Source: an optimization exercise on an open RTL-to-GDS flow (aim: small area, a short achievable clock period and few clock cycles per item). Production flows keep margins and buffers that such runs may drop.
Only simulation tests tie the RTL to the original design; equivalence was not proved.

==> flow/design.v, too long to show whole: its modules and the start of the top module <==
// module mul_fa: 10 lines
// module mul_ha: 9 lines
// module mul_benc: 12 lines
// module mul_bsel: 10 lines
// module mul_acc_nn: 1919 lines
module mul_acc_nn
#(
  parameter int WIDTH = 64,
  parameter int DIGIT = 4
) (
  input  logic               clk,
  input  logic               rst,
  input  logic               start,
  input  logic [WIDTH-1:0]   ina,
  input  logic [WIDTH-1:0]   inb,
  input  logic               acc_en,
  input  logic [2*WIDTH-1:0] acc_in,
  output logic [2*WIDTH-1:0] result,
  output logic               carry,
  output logic               busy,
  output logic               done,
  output logic               ready_n
);
  // ...
==> flow/flow/run.sh <==
#!/bin/bash
# The standard layout (standard.sh), with three changes to how it is made:
#  - after synthesis, flow/downsize.tcl swaps the Booth select AOI cells to single drive;
#  - timing repair aims at a setup slack of SETUP_SLACK_MARGIN ns against the 11 ns clock,
#    so the resizer works toward a shorter period than the clock's;
#  - the ports are buffered by sky130_fd_sc_hd__buf_1 instead of the default delay buffer.
# The clock, the SDC and every other setting are the standard ones.  The make output goes
# to flow.log here; each ORFS step writes its own log under orfs/logs/.
set -euo pipefail
bash standard.sh SETUP_SLACK_MARGIN=7.3 \
  POST_SYNTH_TCL="$PWD/flow/downsize.tcl" \
  BUFFER_PORTS_ARGS="-buffer_cell sky130_fd_sc_hd__buf_1" finish > flow.log 2>&1
==> flow/flow/downsize.tcl <==
# Run after synthesis (POST_SYNTH_TCL): ABC maps the Booth select cell with a double-drive
# AOI; use the single-drive one.  Timing repair upsizes any instance that needs more.
set db [ord::get_db]
set from [$db findMaster sky130_fd_sc_hd__a22oi_2]
set to [$db findMaster sky130_fd_sc_hd__a22oi_1]
set n 0
foreach inst [[ord::get_db_block] getInsts] {
  if {[$inst getMaster] == $from} {
    $inst swapMaster $to
    incr n
  }
}
puts "downsize.tcl: $n a22oi_2 cells now a22oi_1"
==> flow/standard.sh <==
#!/bin/bash
# synth_recipe.tcl (not shown) runs the flow's synth.tcl, then flattens the netlist and writes it again
# the make line also repeats each setting of config.mk as NAME=value (left out here)
make -C /OpenROAD-flow-scripts/flow DESIGN_CONFIG=/design/flow/config.mk WORK_HOME=/design/flow/orfs CLKGATE_MAP_FILE= SYNTH_SCRIPT=/design/flow/synth_recipe.tcl "${@:-finish}"
==> flow/config.mk <==
export PLATFORM = sky130hd
export DESIGN_NAME = mul_acc_nn
export DESIGN_NICKNAME = mul_acc_nn
export VERILOG_FILES = /design/flow/design.v
export SDC_FILE = /design/flow/constraint.sdc
export NUM_CORES = 4
export LEC_CHECK = 0
export ABC_CLOCK_PERIOD_IN_PS = 3500
export CAP_MARGIN = 20
export CORE_MARGIN = 2
export CORE_UTILIZATION = 50
export PLACE_DENSITY = 0.65
export SLEW_MARGIN = 20
export SYNTH_HIERARCHICAL = 1
export SYNTH_MINIMUM_KEEP_SIZE = 0
==> flow/constraint.sdc <==
create_clock -name core_clock -period 11.0 [get_ports {clk}]
set_input_delay 2.2000 -clock core_clock [delete_from_list [all_inputs] [get_ports {clk}]]
set_output_delay 2.2000 -clock core_clock [all_outputs]
set_load 0.01 [all_outputs]
==> out/qor.csv, run 1 <==
metric;value;unit
outcome;timing/DRC/antenna clean;
cts_sinks;447;
grt_pass1_wl;238.4;mm
nMultiInputCombCells;3047;
stdcell_area;0.04823;mm²
grt_max_degree;96;
crit_path_start;bone_q[0]$_DFF_P_;
grtUsageMet2;59.97;%
floorplan.die_area;0.08404;mm²
areaGrowthSynthToFinish;18.00;%
cts_tree;yes;
placed_area;0.04368;mm²
drc;0;
cp-start-kind;register;
worstSetupPathDepth;10;
min_to;ready_n$_DFFE_PP1P_;
num_tap_cells;1060;
reg2reg_to;s_q[9]$_DFF_P_;
antenna_left;0;
insertion_delay;0.67;ns
n_all_buffers;641;
crit_path_max_fanout;8;
wl_met1;64.76;mm
multi_input_area_share;61.33;%
cp.required;11.54;ns
yosysWarnings;7;
reg.largest.list;c_q: 67 flops, s_q: 67 flops;
slowest_stage;fa_1;
crit_chain;buf_12, clkbuf_16, a22oi_1, xnor2_1, fa_1, fa_1, fa_1, fa_1, fa_1, a22o_1;
grtUsageTotal;38.58;%
largest_class;multi-input combinational cells;
antenna_found_initial;10;
drive_above_1_share;11.79;%
place_hpwl;122.4;mm
routed_via_density;6.508;
rows;104;
setup_viol;0;
Testbench counts, summed over its fixed seeds: cycles 14,400, ops 2,400.
==> inputs of run 2 (changes only) <==
--- a/flow/flow/run.sh
+++ b/flow/flow/run.sh
@@ -9,3 +9,3 @@
 set -euo pipefail
-bash standard.sh SETUP_SLACK_MARGIN=7.3 \
+bash standard.sh SETUP_SLACK_MARGIN=7.4 \
   POST_SYNTH_TCL="$PWD/flow/downsize.tcl" \
==> out/qor.csv, run 2 <==
metric;value;unit;change
grt_max_degree;89;;was 96
routed_via_density;6.477;;was 6.508
floorplan.die_area;0.08404;mm²;unchanged
initial_utilization;50.66;%;unchanged
wl_per_cell;30.96;µm;was 31.42 µm
cts_tree;yes;;unchanged
setup_viol;0;;unchanged
insertion_delay;0.67;ns;about the same
path_buf_inv;2;;unchanged
setup_tns;0;ns;unchanged
clockBufferDepth;3;;unchanged
htree_levels;2;;unchanged
crit_type;reg -> reg;;unchanged
finClkSkew;0.04777;ns;was 0.03565 ns
rows;104;;unchanged
outcome;timing/DRC/antenna clean;;unchanged
cp-start-kind;register;;unchanged
gr-total-overflow;0;;unchanged
grtUsageTotal;38.70;%;was 38.58%
crit_path_max_fanout;5;;was 8
drc;0;;unchanged
coreArea;0.08068;mm²;unchanged
die_y;289.9;µm;unchanged
hp-start;ready_n$_DFFE_PP1P_;;unchanged
gp_congestion;1.058;;was 1.056
utilization;60.74;%;was 59.78%
cap_violations;0;;unchanged
drtIter0Drc;4140;;was 4503
placed_area;0.04367;mm²;was 0.04368 mm²
cp.required;11.54;ns;about the same
drive_above_1_share;15.79;%;was 11.79%
slew_headroom;39.07;%;was 18.54%
avgSynthCellArea;11.15;µm²;unchanged
grt_pass1_vias;34685;;was 34.33k
critPathMaxStageDelay;0.56;ns;was 0.52 ns
reg.largest.list;c_q: 67 flops, s_q: 67 flops;;unchanged
root_buffer;clkbuf_16;;unchanged
crit_chain;buf_12, buf_4, a22oi_2, xnor2_2, fa_1, fa_1, fa_2, fa_1, fa_2, and2_1;;was buf_12, clkbuf_16, a22oi_1, xnor2_1, fa_1, fa_1, fa_1, fa_1, fa_1, a22o_1
cp-end-kind;register;;unchanged
io_buffers;391;;unchanged
hold_class;reg -> reg;;unchanged
min_period;3.718;ns;was 3.757 ns
layout_common_cells;xnor2_1 (551), a22oi_1 (482), fa_1 (454), buf_1 (384), nand2_1 (298);;was xnor2_1 (565), fa_1 (530), a22oi_1 (527), buf_1 (390), nand2_1 (298)
slowest_stage;fa_1;;unchanged
drtPass1Iterations;6;;unchanged
finalHoldViolCount;0;;unchanged
clk_pin_slew_worst_paths;0.07;ns;about the same
grt_pass1_wl;239.3;mm;was 238.4 mm
cts_sinks;447;;unchanged
ioPinCount;392;;unchanged
final_max_slew_viol_count;0;;unchanged
syn_area;0.04087;mm²;unchanged
cts_hold_buf;0;;unchanged
antenna_left;0;;unchanged
clock.fmax;0.2690;GHz;was 0.2662 GHz
cp_top_family;adder cells;;unchanged
worst_slew_pin_slew;0.9139;ns;was 1.222 ns
place_hpwl;121.8;mm;was 122.4 mm
numCtsBuffers;56;;unchanged
fin_hold_ws;0.4592;ns;was 0.4723 ns
arrival;4.26;ns;was 4.29 ns
crit_path_start;bone_q[0]$_DFF_P_;;unchanged
antenna_found_initial;12;;was 10
nNetsFinal;5222;;was 5214
cp_common_cell;fa_1;;unchanged
fin_crit_sh;33.80;%;was 34.16%
routed_wl;166.3;mm;was 168.6 mm
num_vias;34803;;was 34.93k
mostFrequentLayoutCell;xnor2_1;;unchanged
rsz0062_at_grt;true;;unchanged
yosysWarnings;7;;unchanged
areaGrowthSynthToFinish;19.91;%;was 18.00%
synthesis.instances;3664;;unchanged
r2r-start;bone_q[0]$_DFF_P_;;unchanged
stdcell_area;0.04900;mm²;was 0.04823 mm²
fp.dieW;289.9;µm;unchanged
-- run 2: worst paths after layout --
check	depth (start not counted)	end	slack (ns)
max	10	c_q[5]$_SDFF_PN0_	7.28
min	2	ready_n$_DFFE_PP1P_	0.46
max reg2reg	10	c_q[5]$_SDFF_PN0_	7.28
min reg2reg	2	ready_n$_DFFE_PP1P_	0.46
max in group asynchronous	2	ready_n$_DFFE_PP1P_	9.30
min in group asynchronous	2	done$_DFF_PP0_	1.45
-- run 2: stage by stage --
stage	setup slack [ns]	std cells
global placement	6.682	5054
floorplan	7.356	3684
finish	7.282	5373
global route	7.214	5371
CTS	7.299	5325
detailed placement	6.671	5054
-- run 2: final cells by class --
class                      instances  area [µm²]
inverter                          58       226.5
sequential                       447       11030
antenna                            6       15.01
tap                             1060        1326
fill                            6886       31670
timing repair buffer             651        4113
clock inverter                    36       536.8
clock buffer                      70        1519
multi-input combinational       3045       30240
-- run 2: routing by layer --
metal	part of all wire, %	global-route usage, %	up-vias	routed length (µm)
li1	-	-	14412	-
met2	44	59.42	2421	72890
met4	5.9	16.88	10	9867
met3	12	9.306	500	19290
met5	0.041	0	-	69
met1	39	52.38	17460	64220
-- run 2: what timing repair did --
action | 4_1_cts | 5_1_grt
endpoints found under the setup margin | 222 | 146
pin swaps | 30 | 101
cloned | 0 | 4
resized for setup | 103 | 221
buffers inserted | 165 | 37
-- run 2: worst register-to-register path, stage by stage (launching register included) --
cell	delay [ns]
dfxtp_4	0.42
buf_12	0.18
buf_4	0.15
a22oi_2	0.21
xnor2_2	0.15
fa_1	0.46
fa_1	0.56
fa_2	0.36
fa_1	0.51
fa_2	0.43
and2_1	0.16
==> inputs of run 3 (changes only) <==
--- a/flow/flow/run.sh
+++ b/flow/flow/run.sh
@@ -9,4 +9,5 @@
 set -euo pipefail
-bash standard.sh SETUP_SLACK_MARGIN=7.4 \
+bash standard.sh SETUP_SLACK_MARGIN=7.2 \
   POST_SYNTH_TCL="$PWD/flow/downsize.tcl" \
+  RECOVER_POWER=30 \
   BUFFER_PORTS_ARGS="-buffer_cell sky130_fd_sc_hd__buf_1" finish > flow.log 2>&1
==> out/qor.csv, run 3 <==
metric;value;unit;change
rsz0062_at_grt;false;;was true
clk_pin_slew_worst_paths;0.06;ns;was 0.07 ns
utilization;58.43;%;was 60.74%
finClkSkew;0.06043;ns;was 0.04777 ns
cp-end-kind;register;;unchanged
slew_headroom;-108.4;%;was 39.07%
drtPass1Iterations;6;;unchanged
antenna_found_initial;15;;was 12
gr-total-overflow;0;;unchanged
cts_tree;yes;;unchanged
drtIter0Drc;4166;;was 4140
wl_per_cell;30.79;µm;was 30.96 µm
fp.dieW;289.9;µm;unchanged
yosysWarnings;7;;unchanged
ioPinCount;392;;unchanged
hp-start;ready_n$_DFFE_PP1P_;;unchanged
gp_congestion;1.013;;was 1.058
clockBufferDepth;3;;unchanged
num_vias;34642;;was 34.80k
placed_area;0.04368;mm²;was 0.04367 mm²
min_to;ready_n$_DFFE_PP1P_;;unchanged
fin_crit_sh;62.11;%;was 33.80%
avgSynthCellArea;11.15;µm²;unchanged
layout_common_cells;xnor2_1 (565), a22oi_1 (544), fa_1 (542), buf_1 (377), nand2_1 (299);;was xnor2_1 (551), a22oi_1 (482), fa_1 (454), buf_1 (384), nand2_1 (298)
nNetsFinal;5154;;was 5222
routed_via_density;6.534;;was 6.477
hold_class;reg -> reg;;unchanged
grt_max_degree;153;;was 89
fillCellCount;6984;;was 6886
place_hpwl;120.6;mm;was 121.8 mm
outcome;complete, but fails checks;;was timing/DRC/antenna clean
cp-start-kind;register;;unchanged
setup_viol;0;;unchanged
reg2reg_to;r_q[41]$_DFFE_PP_;;was c_q[5]$_SDFF_PN0_
crit_path_max_fanout;64;;was 5
setup_tns;0;ns;unchanged
root_buffer;clkbuf_16;;unchanged
cap_violations;6;;was 0
grt_pass1_wl;237.0;mm;was 239.3 mm
die_y;289.9;µm;unchanged
crit_type;reg -> reg;;unchanged
io_buffers;391;;unchanged
drc;0;;unchanged
drive_above_1_share;9.087;%;was 15.79%
multi_input_area;0.02936;mm²;was 0.03024 mm²
reg2regPathDepth;4;;was 10
syn_area;0.04087;mm²;unchanged
insertion_delay;0.67;ns;about the same
clock.fmax;0.1464;GHz;was 0.2690 GHz
mostFrequentLayoutCell;xnor2_1;;unchanged
htree_levels;2;;unchanged
worstHoldPathCells;2;;unchanged
cts_sinks;447;;unchanged
rows;104;;unchanged
synthesis.instances;3664;;unchanged
reg.largest.list;c_q: 67 flops, s_q: 67 flops;;unchanged
floorplan.die_area;0.08404;mm²;unchanged
worst_slew_pin_slew;3.127;ns;was 0.9139 ns
cp.required;11.24;ns;was 11.54 ns
check.faults;max-capacitance violations, max-slew violations;;
numCtsBuffers;54;;was 56
initial_utilization;50.66;%;unchanged
finalHoldViolCount;0;;unchanged
areaGrowthSynthToFinish;15.34;%;was 19.91%
arrival;7.07;ns;was 4.26 ns
grt_pass1_vias;34714;;was 34.69k
stdcell_area;0.04714;mm²;was 0.04900 mm²
final_max_slew_viol_count;220;;was 0
r2r_slack;4.17;ns;was 7.28 ns
min_period;6.832;ns;was 3.718 ns
routed_wl;163.3;mm;was 166.3 mm
antenna_left;0;;unchanged
ff_latch_area;0.01101;mm²;was 0.01103 mm²
r2r-start;busy$_DFF_PP0_;;was bone_q[0]$_DFF_P_
coreArea;0.08068;mm²;unchanged
grtUsageTotal;38.23;%;was 38.70%
[run 3: final cells by class]
cell class                 count  share of cell area (%)
tap                         1060                   2.814
multi-input combinational   3045                   62.28
clock buffer                  74                   3.315
antenna                        5                 0.02654
inverter                      58                  0.4725
sequential                   447                   23.35
timing repair buffer         585                   6.978
clock inverter                28                  0.7591
[run 3: what timing repair did]
action	4_1_cts	5_1_grt
endpoints found under the setup margin	133	108
buffers inserted	112	27
hold buffers	0	0
gates resized for setup	17	52
pin swaps	5	13
[run 3: layer usage]
layer | vias up | GRT usage (%) | part of all wire [%]
met3 | 475 | 9.559 | 12
met1 | 17329 | 51.03 | 38
li1 | 14260 | - | -
met4 | 12 | 17.04 | 5.5
met2 | 2566 | 59.01 | 44
met5 | - | 0.5105 | 0.067
[run 3: worst max-delay path by stage]
stage | slack, ns | cells after the start | end | from
6_report | 4.17 | 4 | r_q[41]$_DFFE_PP_ | busy$_DFF_PP0_
5_1_grt | 3.87 | 4 | r_q[62]$_DFFE_PP_ | busy$_DFF_PP0_
4_1_cts | 7.20 | 8 | s_q[3]$_DFF_P_ | a_q[11]$_DFFE_PN_
3_5_place_dp | 6.79 | 7 | kr_q[12]$_DFF_P_ | acc_en
3_3_place_gp | 6.82 | 7 | kr_q[6]$_DFF_P_ | acc_en
2_1_floorplan | 7.22 | 6 | c_q[10]$_SDFF_PN0_ | bneg_q[3]$_DFF_P_
[run 3: through the flow]
| step | setup WS [ns] | cells | hold WS [ns] |
|---|---|---|---|
| after floorplan | 7.219 | 3684 | 0.4645 |
| after global placement | 6.825 | 5056 | 0.4459 |
| after detailed placement | 6.785 | 5056 | 0.4516 |
| after CTS | 7.203 | 5270 | 0.4739 |
| after global routing | 3.869 | 5300 | 0.4985 |
| final | 4.168 | 5302 | 0.4723 |
[run 3: worst max-delay path, cell delays in order, from the launching register on]
cell and delay, ns:
dfrtp_1 0.77, clkinvlp_2 1.25, clkbuf_1 2.03, nand2_1 1.15
nand2_4 1.04
==> inputs of run 4 (changes only) <==
--- a/flow/flow/run.sh
+++ b/flow/flow/run.sh
@@ -11,3 +11,2 @@
   POST_SYNTH_TCL="$PWD/flow/downsize.tcl" \
-  RECOVER_POWER=30 \
   BUFFER_PORTS_ARGS="-buffer_cell sky130_fd_sc_hd__buf_1" finish > flow.log 2>&1
==> out/qor.csv, run 4 <==
metric;value;unit;change
outcome;timing/DRC/antenna clean;;was complete, but fails checks
die_y;289.9;µm;unchanged
crit_type;reg -> reg;;unchanged
crit_path_max_fanout;17;;was 64
wl_per_cell;30.83;µm;was 30.79 µm
layout_common_cells;xnor2_1 (565), a22oi_1 (544), fa_1 (542), buf_1 (391), nand2_1 (298);;was xnor2_1 (565), a22oi_1 (544), fa_1 (542), buf_1 (377), nand2_1 (299)
num_vias;34597;;was 34.64k
synthesis.instances;3664;;unchanged
cts_tree;yes;;unchanged
floorplan.die_area;0.08404;mm²;unchanged
worst_slack;7.247;ns;was 4.168 ns
drtPass1Iterations;6;;unchanged
clock.fmax;0.2665;GHz;was 0.1464 GHz
coreArea;0.08068;mm²;unchanged
drtIter0Drc;4340;;was 4166
antenna_found_initial;15;;unchanged
syn_area;0.04087;mm²;unchanged
cp.required;11.54;ns;was 11.24 ns
yosysWarnings;7;;unchanged
final_max_slew_viol_count;0;;was 220
grt_pass1_wl;237.0;mm;unchanged
finalHoldViolCount;0;;unchanged
grt_pass1_vias;34714;;unchanged
cp-end-kind;register;;unchanged
cap_violations;0;;was 6
reg.largest.list;c_q: 67 flops, s_q: 67 flops;;unchanged
numCtsBuffers;54;;unchanged
areaGrowthSynthToFinish;15.52;%;was 15.34%
finalNonFillerCells;5303;;was 5302
cts_sinks;447;;unchanged
hold_class;reg -> reg;;unchanged
utilization;58.52;%;was 58.43%
stdcell_area;0.04721;mm²;was 0.04714 mm²
slew_headroom;35.04;%;was -108.4%
r2r_slack;7.25;ns;was 4.17 ns
fin_crit_sh;34.12;%;was 62.11%
clockBufferDepth;3;;unchanged
avgSynthCellArea;11.15;µm²;unchanged
place_hpwl;120.6;mm;unchanged
routed_wl;163.5;mm;was 163.3 mm
rows;104;;unchanged
grtUsageTotal;38.23;%;unchanged
initial_utilization;50.66;%;unchanged
antenna_left;0;;unchanged
root_buffer;clkbuf_16;;unchanged
ioPinCount;392;;unchanged
io_buffers;391;;unchanged
insertion_delay;0.67;ns;about the same
cp-start-kind;register;;unchanged
dp_slack;6.785;ns;unchanged
gp_congestion;1.013;;unchanged
rsz0062_at_grt;false;;unchanged
worst_slew_pin_slew;0.9745;ns;was 3.127 ns
arrival;4.29;ns;was 7.07 ns
mostFrequentLayoutCell;xnor2_1;;unchanged
grt_max_degree;153;;unchanged
setup_viol;0;;unchanged
finClkSkew;0.05873;ns;was 0.06043 ns
setup_tns;0;ns;unchanged
fin_hold_ws;0.4727;ns;was 0.4723 ns
nNetsFinal;5154;;unchanged
fp.dieW;289.9;µm;unchanged
min_period;3.753;ns;was 6.832 ns
htree_levels;2;;unchanged
gr-total-overflow;0;;unchanged
drc;0;;unchanged
dp.cells;5056;;unchanged
drive_above_1_share;9.606;%;was 9.087%
clk_pin_slew_worst_paths;0.06;ns;about the same
placed_area;0.04368;mm²;unchanged
routed_via_density;6.524;;was 6.534
## run 4: changes by cell type in the layout (fill, tap and decap cells not counted), moves of 3 or more
cell,previous run,this run
clkbuf_1,32,12
buf_1,377,391
mux2_1,9,0
mux2_2,7,16
and2_0,5,0
and2_1,96,101
buf_4,150,155
o22ai_1,5,2
o22ai_2,13,16
## run 4: layout make-up
class | instances | area [µm²]
repair buffers | 585 | 3316
diodes | 6 | 15.01
inverters | 58 | 226.5
well taps | 1060 | 1326
clock inverters | 28 | 357.8
flip-flops and latches | 447 | 11010
clock buffers | 74 | 1563
multi-input cells | 3045 | 29390
fillers | 6969 | 33470
## run 4: path summary, 6_finish.rpt
kind	startpoint	to	cells after the start
setup / recovery	a_q[22]$_DFFE_PN_	c_q[8]$_SDFF_PN0_	9
hold / removal	ready_n$_DFFE_PP1P_	ready_n$_DFFE_PP1P_	2
setup reg to reg	a_q[22]$_DFFE_PN_	c_q[8]$_SDFF_PN0_	9
hold reg to reg	ready_n$_DFFE_PP1P_	ready_n$_DFFE_PP1P_	2
max in group asynchronous	rst	ready_n$_DFFE_PP1P_	2
min in group asynchronous	rst	cnt[1]$_DFFE_PP0P_	2
## run 4: worst max-delay path, cell delays in order, from the launching register on
cell      delay, ns
edfxtp_1       0.37
buf_4          0.24
a22oi_1        0.24
xnor2_1        0.16
fa_1           0.49
fa_1           0.49
fa_1           0.40
fa_1           0.44
fa_1           0.58
and2_1         0.21
## run 4: repair_timing
item	CTS	global route
endpoints found under the setup margin	133	108
hold buffers	0	0
pin swaps	5	13
buffers inserted	112	27
gates resized for setup	17	52
## run 4: routing by layer
| metal | vias to the layer above | track usage (%) | part of all wire [%] |
|---|---|---|---|
| met2 | 2490 | 59.01 | 45 |
| met5 | - | 0.5105 | 0.067 |
| met4 | 12 | 17.04 | 5.4 |
| met3 | 439 | 9.559 | 12 |
| met1 | 17387 | 51.03 | 38 |
| li1 | 14269 | - | - |
==> inputs of run 5 (changes only) <==
--- a/flow/config.mk
+++ b/flow/config.mk
@@ -10,4 +10,4 @@
 export CORE_MARGIN = 2
-export CORE_UTILIZATION = 50
-export PLACE_DENSITY = 0.65
+export CORE_UTILIZATION = 45
+export PLACE_DENSITY = 0.62
 export SLEW_MARGIN = 20
==> out/qor.csv, run 5 <==
metric;value;unit;change
drive_above_1_share;9.953;%;was 9.606%
grt_pass1_wl;242.2;mm;was 237.0 mm
cap_violations;0;;unchanged
finalNonFillerCells;5431;;was 5303
layout_common_cells;xnor2_1 (566), a22oi_1 (544), fa_1 (542), buf_1 (390), nand2_1 (298);;was xnor2_1 (565), a22oi_1 (544), fa_1 (542), buf_1 (391), nand2_1 (298)
crit_path_max_fanout;33;;was 17
num_vias;34293;;was 34.60k
outcome;timing/DRC/antenna clean;;unchanged
fin_crit_sh;34.32;%;was 34.12%
finalHoldViolCount;0;;unchanged
use_met1;47.24;%;was 51.03%
clock.fmax;0.2649;GHz;was 0.2665 GHz
rsz0062_at_grt;false;;unchanged
hold_class;reg -> reg;;unchanged
clockBufferDepth;3;;unchanged
wl_per_cell;30.93;µm;was 30.83 µm
insertion_delay;0.70;ns;was 0.67 ns
ff_latch_area;0.01101;mm²;about the same
numCtsBuffers;55;;was 54
gp_congestion;1.029;;was 1.013
place_hpwl;123.6;mm;was 120.6 mm
setup_tns;0;ns;unchanged
stdcell_area;0.04740;mm²;was 0.04721 mm²
synthesis.instances;3664;;unchanged
crit_type;reg -> reg;;unchanged
antenna_left;0;;unchanged
final_max_slew_viol_count;0;;unchanged
cp-start-kind;register;;unchanged
coreArea;0.09001;mm²;was 0.08068 mm²
yosysWarnings;7;;unchanged
avgSynthCellArea;11.15;µm²;unchanged
finClkSkew;0.07531;ns;was 0.05873 ns
cts_tree;yes;;unchanged
htree_levels;2;;unchanged
reg.largest.list;c_q: 67 flops, s_q: 67 flops;;unchanged
grtUsageTotal;35.60;%;was 38.23%
fp.dieW;305.4;µm;was 289.9 µm
initial_utilization;45.40;%;was 50.66%
cp.required;11.56;ns;was 11.54 ns
clk_pin_slew_worst_paths;0.06;ns;about the same
placed_area;0.04385;mm²;was 0.04368 mm²
grt_max_degree;90;;was 153
floorplan.die_area;0.09325;mm²;was 0.08404 mm²
slew_headroom;33.48;%;was 35.04%
nNetsFinal;5167;;was 5154
cp-end-kind;register;;unchanged
die_y;305.4;µm;was 289.9 µm
fillCellCount;8162;;was 6969
cts_hold_buf;0;;unchanged
mostFrequentLayoutCell;xnor2_1;;unchanged
grt_pass1_vias;34537;;was 34.71k
busiest_layer;met2;;unchanged
drtPass1Iterations;7;;was 6
antenna_found_initial;8;;was 15
met3_usage;9.581;%;was 9.559%
hp-start;ready_n$_DFFE_PP1P_;;unchanged
ioPinCount;392;;unchanged
syn_area;0.04087;mm²;unchanged
crit_path_start;btwo_q[0]$_DFF_P_;;was a_q[22]$_DFFE_PN_
root_buffer;clkbuf_16;;unchanged
setup_viol;0;;unchanged
grtUsageMet2;54.94;%;was 59.01%
rows;110;;was 104
min_period;3.776;ns;was 3.753 ns
r2r-start;btwo_q[0]$_DFF_P_;;was a_q[22]$_DFFE_PN_
io_buffers;391;;unchanged
drtIter0Drc;3871;;was 4340
multi_input_area;0.02940;mm²;was 0.02939 mm²
worst_slew_pin_slew;0.9979;ns;was 0.9745 ns
gr-total-overflow;0;;unchanged
areaGrowthSynthToFinish;15.98;%;was 15.52%
arrival;4.34;ns;was 4.29 ns
cts_sinks;447;;unchanged
routed_wl;168.0;mm;was 163.5 mm
dp.cells;5176;;was 5056
routed_via_density;6.314;;was 6.524
drc;0;;unchanged
## run 5: metal layers
layer / vias to the layer above / share of wire [%]
li1: 14302 / -
met2: 2233 / 45
met5: - / 0.015
met3: 388 / 11
met4: 4 / 4.8
met1: 17366 / 39
## run 5: final timing paths
kind	endpoint	slack, ns	cells after the start
worst max-delay path	c_q[1]$_SDFF_PN0_	7.22	9
worst min-delay path	ready_n$_DFFE_PP1P_	0.46	2
worst max register to register	c_q[1]$_SDFF_PN0_	7.22	9
worst min register to register	ready_n$_DFFE_PP1P_	0.46	2
max in group asynchronous	ready_n$_DFFE_PP1P_	9.34	2
min in group asynchronous	done$_DFF_PP0_	1.40	2
## run 5: area by class of cell
type | instances | area share (%)
flip-flops and latches | 447 | 23.22
clock inverters | 30 | 0.7417
diodes | 5 | 0.02640
inverters | 58 | 0.4725
repair buffers | 596 | 7.135
multi-input cells | 3046 | 62.02
clock buffers | 73 | 3.281
well taps | 1176 | 3.104
## run 5: what timing repair did
item / in CTS / in global routing
resized for setup: 30 / 36
gates cloned: 1 / 0
setup buffers: 142 / 4
setup endpoints to repair: 152 / 58
pin swaps: 7 / 6
## run 5: critical path, cell delays in order, from the launching register on
cell and delay (ns):
dfxtp_1 0.34, buf_8 0.27, a22oi_1 0.14, xnor2_1 0.19, fa_1 0.46, fa_1 0.49
fa_1 0.44, fa_1 0.56, fa_1 0.48, and2_1 0.23
## run 5: per-stage QoR
step	worst slack, ns	util [%]	hold WS [ns]
global placement	5.489	48.71	0.4470
detailed placement	5.465	48.71	0.4495
floorplan	7.219	-	0.4645
global route	7.202	52.65	0.4833
CTS	7.204	52.45	0.4585
finish	7.224	52.66	0.4645
==> inputs of run 6 (changes only) <==
--- a/flow/config.mk
+++ b/flow/config.mk
@@ -10,4 +10,4 @@
 export CORE_MARGIN = 2
-export CORE_UTILIZATION = 45
-export PLACE_DENSITY = 0.62
+export CORE_UTILIZATION = 60
+export PLACE_DENSITY = 0.72
 export SLEW_MARGIN = 20
==> out/qor.csv, run 6 <==
metric;value;unit;change
min_to;ready_n$_DFFE_PP1P_;;unchanged
wl_per_cell;32.38;µm;was 30.93 µm
clock.fmax;0.2622;GHz;was 0.2649 GHz
fin_hold_ws;0.4659;ns;was 0.4645 ns
die_y;265.0;µm;was 305.4 µm
place_hpwl;121.1;mm;was 123.6 mm
grt_pass1_wl;237.5;mm;was 242.2 mm
min_period;3.814;ns;was 3.776 ns
grt_pass1_vias;35131;;was 34.54k
grt_max_degree;98;;was 90
worst_slew_pin_slew;1.111;ns;was 0.9979 ns
cts_tree;yes;;unchanged
drc;0;;unchanged
drtPass1Iterations;8;;was 7
rows;95;;was 110
drive_above_1_share;9.953;%;about the same
areaGrowthSynthToFinish;15.50;%;was 15.98%
clockBufferDepth;3;;unchanged
hold_class;reg -> reg;;unchanged
finalHoldViolCount;0;;unchanged
avgSynthCellArea;11.15;µm²;unchanged
cp_top_family;adder cells;;unchanged
slowest_stage;fa_1;;unchanged
fp.dieW;265.0;µm;was 305.4 µm
mostFrequentLayoutCell;xnor2_1;;unchanged
cap_violations;0;;unchanged
fin_crit_sh;34.67;%;was 34.32%
outcome;timing/DRC/antenna clean;;unchanged
reg2reg_to;s_q[4]$_DFF_P_;;was c_q[1]$_SDFF_PN0_
arrival;4.36;ns;was 4.34 ns
final_max_slew_viol_count;0;;unchanged
numCtsBuffers;53;;was 55
floorplan.die_area;0.07022;mm²;was 0.09325 mm²
nNetsFinal;5178;;was 5167
root_buffer;clkbuf_16;;unchanged
io_buffers;391;;unchanged
insertion_delay;0.66;ns;was 0.70 ns
path_buf_inv;1;;unchanged
gr-total-overflow;0;;unchanged
finClkSkew;0.05543;ns;was 0.07531 ns
synthesis.instances;3664;;unchanged
yosysWarnings;7;;unchanged
syn_area;0.04087;mm²;unchanged
antenna_found_initial;15;;was 8
initial_utilization;60.75;%;was 45.40%
cp-end-kind;register;;unchanged
crit_type;reg -> reg;;unchanged
reg2regPathDepth;9;;unchanged
worstHoldPathCells;2;;unchanged
utilization;70.17;%;was 52.66%
setup_viol;0;;unchanged
ioPinCount;392;;unchanged
cts_sinks;447;;unchanged
hp-start;ready_n$_DFFE_PP1P_;;unchanged
num_vias;35428;;was 34.29k
grtUsageTotal;46.61;%;was 35.60%
r2r-start;bone_q[1]$_DFF_P_;;was btwo_q[0]$_DFF_P_
routed_via_density;6.887;;was 6.314
setup_tns;0;ns;unchanged
clk_pin_slew_worst_paths;0.06;ns;about the same
htree_levels;2;;unchanged
cts_hold_buf;0;;unchanged
crit_path_max_fanout;33;;unchanged
critPathMaxStageDelay;0.55;ns;was 0.56 ns
layout_common_cells;xnor2_1 (566), a22oi_1 (543), fa_1 (542), buf_1 (390), nand2_1 (298);;was xnor2_1 (566), a22oi_1 (544), fa_1 (542), buf_1 (390), nand2_1 (298)
rsz0062_at_grt;true;;was false
crit_chain;buf_4, a22oi_1, xnor2_1, ha_1, fa_1, fa_1, fa_1, fa_1, a22o_1;;was buf_8, a22oi_1, xnor2_1, fa_1, fa_1, fa_1, fa_1, fa_1, and2_1
cp_common_cell;fa_1;;unchanged
coreArea;0.06728;mm²;was 0.09001 mm²
slew_headroom;25.94;%;was 33.48%
antenna_left;0;;unchanged
worstSetupPathDepth;9;;unchanged
drtIter0Drc;5342;;was 3871
cp-start-kind;register;;unchanged
r2r_slack;7.19;ns;was 7.22 ns
cp.required;11.55;ns;was 11.56 ns
reg.largest.list;c_q: 67 flops, s_q: 67 flops;;unchanged
gp_congestion;1.070;;was 1.029
routed_wl;166.5;mm;was 168.0 mm
==> run 6: layout make-up <==
| class | count | area, µm² |
|---|---|---|
| Multi-Input combinational cell | 3047 | 29450 |
| Fill cell | 5214 | 20070 |
| Sequential cell | 447 | 11010 |
| Timing Repair Buffer | 608 | 3530 |
| Clock buffer | 70 | 1526 |
| Tap cell | 873 | 1092 |
| Clock inverter | 30 | 347.8 |
| Inverter | 58 | 222.7 |
| Antenna cell | 11 | 27.53 |
==> run 6: how the worst max path moves through the flow <==
stage | startpoint | end | slack [ns]
2_1_floorplan | bneg_q[3]$_DFF_P_ | c_q[10]$_SDFF_PN0_ | 7.22
5_1_grt | c_q[3]$_SDFF_PN0_ | r_q[28]$_DFFE_PP_ | 7.13
4_1_cts | ls_q[11]$_SDFF_PN0_ | carry$_DFFE_PP_ | 7.20
3_3_place_gp | start | r_q[58]$_DFFE_PP_ | 5.94
6_report | bone_q[1]$_DFF_P_ | s_q[4]$_DFF_P_ | 7.19
3_5_place_dp | start | r_q[53]$_DFFE_PP_ | 5.86
==> run 6: timing repair <==
item / CTS / global route
setup endpoints to repair: 274 / 81
resized for setup: 31 / 44
pin swaps: 5 / 17
buffers inserted: 153 / 23
cloned: 2 / 0
endpoints found under the hold margin: 0 / 0
==> run 6: through the flow <==
step / area [µm²] / std cells / setup WS [ns]
finish: 47210 / 5144 / 7.186
global route: 47200 / 5141 / 7.125
CTS: 46660 / 5110 / 7.203
detailed placement: 43320 / 4855 / 5.864
global placement: 43320 / 4855 / 5.935
floorplan: 40970 / 3684 / 7.219
==> run 6: tightest hold or removal path, cell delays in order (launching register included) <==
cell and delay, ns:
dfstp_2 0.37, nand2_1 0.05, nand2_1 0.04
==> run 6: metal layers <==
layer	share of wire (%)	vias to the layer above	track usage [%]
met2	42	3084	68.11
met4	7.3	6	25.79
li1	-	14353	-
met5	0.023	-	0
met1	36	17358	62.59
met3	14	627	13.63

afterwards: timing with drivers on the ports:
No port has a modelled driver above. Below, the same layouts with a new extraction and two added sets of constraints. Step 1, drivers: a clkbuf_16 drives clk and a buf_2 each remaining input, both assumed. Step 2, shift: input delay + t, output delay - t, t = (earliest + latest rising clock arrival at the registers) / 2. This alone moves slack from input paths to output paths. Slacks: ideal / step 1 / step 2; pairs: ideal / step 1.
run	t, ns	setup WS [ns]	hold slack, ns	latest minus earliest clock arrival (ns)
run 1	0.724	7.243 / 7.243 / 6.692	0.472 / 0.472 / 0.472	0.038 / 0.037
run 2	0.718	7.282 / 7.282 / 6.849	0.459 / 0.459 / 0.459	0.048 / 0.047
run 3	0.717	4.168 / 4.168 / 4.168	0.472 / 0.472 / 0.472	0.061 / 0.060
run 4	0.714	7.247 / 7.199 / 6.706	0.473 / 0.473 / 0.473	0.059 / 0.059
run 5	0.730	7.224 / 7.203 / 6.576	0.464 / 0.464 / 0.464	0.076 / 0.077
run 6	0.704	7.186 / 7.186 / 6.580	0.466 / 0.466 / 0.466	0.056 / 0.056
For run 5, which loses most, drivers alone change the setup slack by -0.021 ns; drivers and shift together by -0.648 ns.
